This is an optimization exercise on Yosys and OpenROAD, whose aim is small area, a short achievable clock period and few clock cycles per item, not a production implementation.
In this exercise RTL edits were held to simulation tests only and were not proved equivalent to the original.
Power is estimated from default activity; no workload was simulated.

**flow/config.mk**
```make
export PLATFORM = sky130hd
export DESIGN_NAME = compute_core
export DESIGN_NICKNAME = compute_core
export VERILOG_FILES = /design/flow/design.v
export SDC_FILE = /design/flow/constraint.sdc
export NUM_CORES = 4
export LEC_CHECK = 0
export CAP_MARGIN = 20
export CELL_PAD_IN_SITES_DETAIL_PLACEMENT = 1
export CELL_PAD_IN_SITES_GLOBAL_PLACEMENT = 2
export CORE_MARGIN = 2
export CORE_UTILIZATION = 25
export PLACE_DENSITY = 0.5
export SLEW_MARGIN = 20
```
**flow/constraint.sdc**
```tcl
create_clock -name core_clock -period 13.0 [get_ports {clk}]
set_input_delay 2.6000 -clock core_clock [delete_from_list [all_inputs] [get_ports {clk}]]
set_output_delay 2.6000 -clock core_clock [all_outputs]
set_load 0.01 [all_outputs]
```
**flow/design.v**
```verilog
`timescale 1ns/1ns
module compute_core (
    input  logic         clk,
    input  logic         reset,
    input  logic         start,
    input  logic [15:0]  block_id,
    input  logic [7:0]   base_address,
    input  logic [2:0]   num_warps,
    input  logic [3:0]   imem_ready,
    input  logic [127:0] imem_data,
    output logic [3:0]   imem_req_valid,
    output logic [31:0]  imem_req_addr,
    input  logic         dmem_ready,
    output logic         dmem_store_valid,
    output logic [1:0]   dmem_store_warp,
    output logic [31:0]  dmem_store_addr,
    output logic [63:0]  dmem_store_data,
    output logic         done
);
    logic        run;         
    logic        done_q;
    logic [1:0]  cw;          
    logic [1:0]  lastw;       
    logic [2:0]  nw_q;
    logic [15:0] bid_q;
    logic [7:0]  base_q;
    logic [7:0]  pc;
    logic        ir_alu;      
    logic        ir_st;       
    logic        ir_mul, ir_sub, ir_addi, ir_const;
    logic [3:0]  ir_rd, ir_rs1, ir_rs2;
    logic [15:0] ir_imm;
    logic [13*64-1:0] regs;
    logic [12:0] wr_q;
    logic [31:0] fword;
    logic        fvalid, stall, accept, f_halt;
    logic [3:0]  fop;
    assign fword  = imem_data[cw*32 +: 32];
    assign fvalid = run && imem_ready[cw];
    assign stall  = ir_st && !dmem_ready;
    assign accept = fvalid && !stall;
    assign fop    = fword[31:28];
    assign f_halt = (fop == 4'hf);
    always_comb begin
        for (int k = 0; k < 4; k++) begin
            imem_req_valid[k] = run && (cw == 2'(k));
            imem_req_addr[k*8 +: 8] = pc;
        end
    end
    always_ff @(posedge clk) begin
        if (reset) begin
            run <= 1'b0;
            done_q <= 1'b0;
            cw <= '0;
            ir_alu <= 1'b0;
            ir_st <= 1'b0;
        end else if (start && !run && !done_q) begin
            run <= (num_warps != 3'd0);
            done_q <= (num_warps == 3'd0);
            cw <= '0;
            pc <= base_address;
            base_q <= base_address;
            nw_q <= num_warps;
            bid_q <= block_id;
            lastw <= (num_warps >= 3'd4) ? 2'd3 : 2'(num_warps - 3'd1);
            ir_alu <= 1'b0;
            ir_st <= 1'b0;
        end else if (!stall) begin
            ir_alu <= 1'b0;
            ir_st <= 1'b0;
            if (accept) begin
                if (f_halt) begin
                    if (cw == lastw) begin
                        run <= 1'b0;
                        done_q <= 1'b1;
                    end else begin
                        cw <= cw + 2'd1;
                        pc <= base_q;
                    end
                end else begin
                    pc <= pc + 8'd1;
                    ir_alu <= (fop >= 4'h1 && fop <= 4'h5) && (fword[27:24] < 4'd13);
                    ir_st <= (fop == 4'h6);
                end
            end
        end
    end
    always_ff @(posedge clk) begin
        if (accept) begin
            ir_mul <= (fop == 4'h3);
            ir_sub <= (fop == 4'h2);
            ir_addi <= (fop == 4'h4) || (fop == 4'h6);
            ir_const <= (fop == 4'h5);
            ir_rd <= fword[27:24];
            ir_rs1 <= fword[23:20];
            ir_rs2 <= fword[19:16];
            ir_imm <= fword[15:0];
        end
    end
    assign done = done_q;
    logic [63:0] a, b, res;
    function automatic logic [63:0] rd_port(input logic [3:0] idx, input logic [13*64-1:0] r,
                                            input logic [12:0] wr, input logic [1:0] w,
                                            input logic [15:0] bid, input logic [2:0] nw);
        logic [63:0] v;
        v = '0;
        case (idx)
            4'd15: for (int l = 0; l < 4; l++) v[l*16 +: 16] = {12'd0, w, 2'(l)};
            4'd14: v = {4{bid}};
            4'd13: for (int l = 0; l < 4; l++) v[l*16 +: 16] = {11'd0, nw, 2'd0};
            default: if (wr[idx]) v = r[idx*64 +: 64];
        endcase
        rd_port = v;
    endfunction
    assign a = rd_port(ir_rs1, regs, wr_q, cw, bid_q, nw_q);
    assign b = rd_port(ir_rs2, regs, wr_q, cw, bid_q, nw_q);
    always_comb begin
        for (int l = 0; l < 4; l++) begin
            logic [15:0] x, y;
            x = a[l*16 +: 16];
            y = b[l*16 +: 16];
            if (ir_mul)        res[l*16 +: 16] = x * y;
            else if (ir_const) res[l*16 +: 16] = ir_imm;
            else if (ir_sub)   res[l*16 +: 16] = x - y;
            else if (ir_addi)  res[l*16 +: 16] = x + ir_imm;
            else               res[l*16 +: 16] = x + y;
        end
    end
    always_ff @(posedge clk) begin
        if (reset) begin
            wr_q <= '0;
        end else if ((start && !run && !done_q) || (accept && f_halt)) begin
            wr_q <= '0;
        end else if (ir_alu) begin
            wr_q[ir_rd] <= 1'b1;
        end
    end
    always_ff @(posedge clk) begin
        for (int r = 0; r < 13; r++) begin
            if (ir_alu && ir_rd == 4'(r)) regs[r*64 +: 64] <= res;
        end
    end
    assign dmem_store_valid = ir_st;
    assign dmem_store_warp = cw;
    always_comb begin
        for (int l = 0; l < 4; l++) begin
            dmem_store_addr[l*8 +: 8] = a[l*16 +: 8] + ir_imm[7:0];
            dmem_store_data[l*16 +: 16] = b[l*16 +: 16];
        end
    end
endmodule
```
**flow/run.sh**
```bash
#!/bin/bash
# synth_recipe.tcl (not shown) runs the flow's synth.tcl, then flattens the netlist and writes it again
# the make line also repeats each setting of config.mk as NAME=value (left out here)
make -C /OpenROAD-flow-scripts/flow DESIGN_CONFIG=/design/flow/config.mk WORK_HOME=/design/flow/orfs CLKGATE_MAP_FILE= SYNTH_SCRIPT=/design/flow/synth_recipe.tcl finish
```
==> run notes <==
==> how the worst min path moves through the flow <==
stage                     startpoint      end  depth (start not counted)
after floorplan              wr_q[7]  wr_q[7]                          2
after global placement       wr_q[1]  wr_q[1]                          2
after detailed placement     wr_q[1]  wr_q[1]                          2
after CTS                    wr_q[1]  wr_q[1]                          2
after global routing         wr_q[7]  wr_q[7]                          2
final                        wr_q[1]  wr_q[1]                          2
==> metrics by stage <==
step	worst slack [ns]	hold slack, ns	utilization, %	instance area, µm²	cells
CTS	2.895	0.5251	29.42	78760	9773
finish	2.873	0.5341	29.44	78810	9779
floorplan	4.892	0.4478	-	67260	5801
global route	2.423	0.5705	29.44	78800	9774
detailed placement	2.956	0.5101	28.10	75210	9573
global placement	2.969	0.4986	28.06	75120	9570
==> state kept, by name, summed over array words and instances (netlist names), 2 cells and up <==
name    cells
regs      832
bid_q      16
ir_imm     16
wr_q       13
base_q      8
pc          8
ir_rd       4
ir_rs1      4
ir_rs2      4
nw_q        3
cw          2
lastw       2
==> final cells by class <==
cell class	count	area [µm²]
fillers	29440	188900
multi-input cells	3947	36080
flip-flops and latches	920	27440
repair buffers	559	5040
well taps	3552	4444
clock buffers	123	2716
inverters	596	2241
clock inverters	77	830.8
diodes	5	12.51
==> power groups by stage <==
stage	clock network, µW	registers, µW	logic [µW]
after floorplan	0	3400	764
after global placement	0	3410	1440
after detailed placement	0	3410	1450
after CTS	3180	3350	1460
after global routing	3270	3350	1560
final	3110	3350	1460
==> logic make-up (layout without fill, tap and decap cells) <==
group | Yosys count | after routing | share of synthesized area [%]
simple gates | 1383 | 1383 | 9.152
compound gates | 1097 | 1097 | 10.80
flops | 920 | 920 | 40.79
fa+ha+maj | 627 | 627 | 15.32
mux | 566 | 566 | 13.95
xor+xnor | 274 | 274 | 3.731
other cells | 0 | 5 | 0
buf+inv | 934 | 1355 | 6.256
==> metal layers <==
metal  GRT usage [%]  part of all wire [%]
met1           33.79                    46
met2           39.17                    47
met5               0                0.0033
met3           2.731                   4.9
met4           6.372                   2.8
==> worst register-to-register path, delay by kind of cell (launching register included) <==
| kind | cells | cell delay (ns) |
|---|---|---|
| compound gates | 10 | 3.35 |
| xor+xnor | 1 | 0.30 |
| fa+ha+maj | 7 | 2.56 |
| buf+inv | 10 | 2.26 |
| flops | 1 | 0.45 |
| simple gates | 3 | 0.85 |
==> placed cells by master, fill, tap and decap left out, types with 63 or more instances in the layout <==
| master | Yosys | routed |
|---|---|---|
| xnor2_1 | 186 | 186 |
| clkbuf_16 | 0 | 106 |
| o21ai_0 | 208 | 204 |
| inv_1 | 576 | 574 |
| mux2i_1 | 219 | 218 |
| mux4_2 | 261 | 261 |
| buf_4 | 68 | 252 |
| o22ai_1 | 70 | 70 |
| fa_1 | 328 | 328 |
| edfxtp_1 | 901 | 901 |
| nor2_1 | 526 | 512 |
| nand2_1 | 491 | 491 |
| xor2_1 | 80 | 80 |
| clkdlybuf4s50_1 | 0 | 298 |
| mux2_2 | 63 | 63 |
| a21oi_1 | 317 | 296 |
| ha_1 | 299 | 299 |
==> results.toml <==
[placed_design]
gp_congestion = 0.8698
port_buffers = 298
dp_hpwl_mm = 241.0

[floorplanning]
die_h_um = 522.7
die_area_um2 = 273200
num_rows = 190
coreArea_um2 = 267700
initial_core_util_pct = 25.13
die_width_um = 522.7
ios = 299

[global_route]
overflow = 0
grt_usage_pct = 24.06
grt_pass1_vias = 53820
grt_max_degree = 117
antenna_found_initial = 13
grt_pass1_wl_mm = 456.5

[worst_setup_path]
r2r-end = "regs[383]"
path_buf_inv = 10
slowest_delay_ns = 0.82
endpoint = "regs[383]"
crit_top_cell = "inv_1"
r2r_slack_ns = 2.87
crit_path_start_kind = "register"
cpMaxStageDelayCell = "o21ai_1"
reg2reg_from = "ir_rs2[2]"
path_delay_family = "compound AO/OA/AOI/OAI gates"
cp-startpoint = "ir_rs2[2]"
critPathCaptureType = "register"
cp.arrival_ns = 10.53
critPathMaxFanout = 34
cp_data_required_time_ns = 13.40
r2r_cells = 31
crit_cells = 31
criticalPathCategory = "reg -> reg"

[route]
via_per_inst = 5.251
route.detailed.wl_per_inst_um = 34.16
route.final.wire_length_mm = 334.0
drc_errors = 0
drtPass1Iterations = 5
postRouteAntennaNets = 0
drt_iter0_drc = 4424
vias = 51350

[clock_tree]
clockRootBuffer = "clkbuf_16"
h-tree-depth = 3
numCtsBuffers = 106
clock_latency_ns = 0.77
cts_num_sinks = 920
cts_setup_buffers = 0
ctsHoldBuffers = 0
clock_tree.buffer_depth = 3
cts_tree = "yes"
clk_pin_slew_ns = 0.06
cts_resized = 0

[logic_synthesis]
yosysWarningCount = 1
ys.flop_type = "edfxtp_1"
synth_fp_nets = 6591
synthArstFlopShare_pct = 0
yosysTopAreaCell = "edfxtp_1"
ys_ff_latch = 920
synth_seq_area_share_pct = 40.79
netlist_area_um2 = 67260
synth_edf_count = 901
yosys-top-cells-count = "edfxtp_1, inv_1, nor2_1"
ys_top_cells_by_area = "edfxtp_1, fa_1, mux4_2, ha_1, mux2i_1"
avgSynthCellArea_um2 = 11.60
synth_most_common_cell = "edfxtp_1"
synth.distinct_cells = 122
synth_top_area_share_pct = 40.22
synth_cells = 5801

[flow_run]
maxCapViolCount = 0

[hold_path]
hold_path_class = "reg -> reg"

[pwr]
power.density_nw_per_um2 = 100.5
ir_worst_vdd_mv = 0.1040
fin_total_pwr_uw = 7924
seqPwrFrac_pct = 42.3
switchingPower_uw = 2303
p_leak_uw = 0.02915
swShare_pct = 29.06
p_comb_share_pct = 18.5
pwr-share-clk_pct = 39.3
p_int_uw = 5621

[sta]
fin_worst_skew_ns = 0.05296
period_needed_ns = 10.13
fmax_mhz = 98.75
max-slew-margin-rel_pct = 17.72
tns_ns = 0
fin_crit_sh_pct = 77.90
worst_pin_slew_ns = 1.234
rsz0062_at_grt = "no"
setup_viol = 0
hold_viol = 0
finalMaxSlewViolations = 0

[cells_and_area]
nNetsFinal = 6920
area_delta_synth_final_pct = 17.17
layout-drive-gt1-share_pct = 14.67

[status]
status = "finished clean"
Testbench counts, summed over its fixed seeds: cycles 18,406, kernels 192.

## afterwards: timing with drivers on the ports
The flow's constraints put no driver on any port. The routed layout listed below was extracted and timed again, unchanged, in two steps.
Step 1: set_driving_cell puts a clkbuf_16 on clk and a buf_2 on each other input, an assumption about the parent block.
Step 2 also shifts input and output timing later by t, the mid clock arrival at the registers, as if the neighbouring blocks saw the same clock.
Three values: ideal ports, drivers, drivers and shift; two values: the first two.
t (ns): 0.829
setup WS [ns]: 2.873 / 2.873 / 2.873
worst setup path at the end: register to register
After both steps setup and hold are still met in this run. The setup slack of this run moves by 0.000 ns with the drivers and by 0.000 ns with both steps.
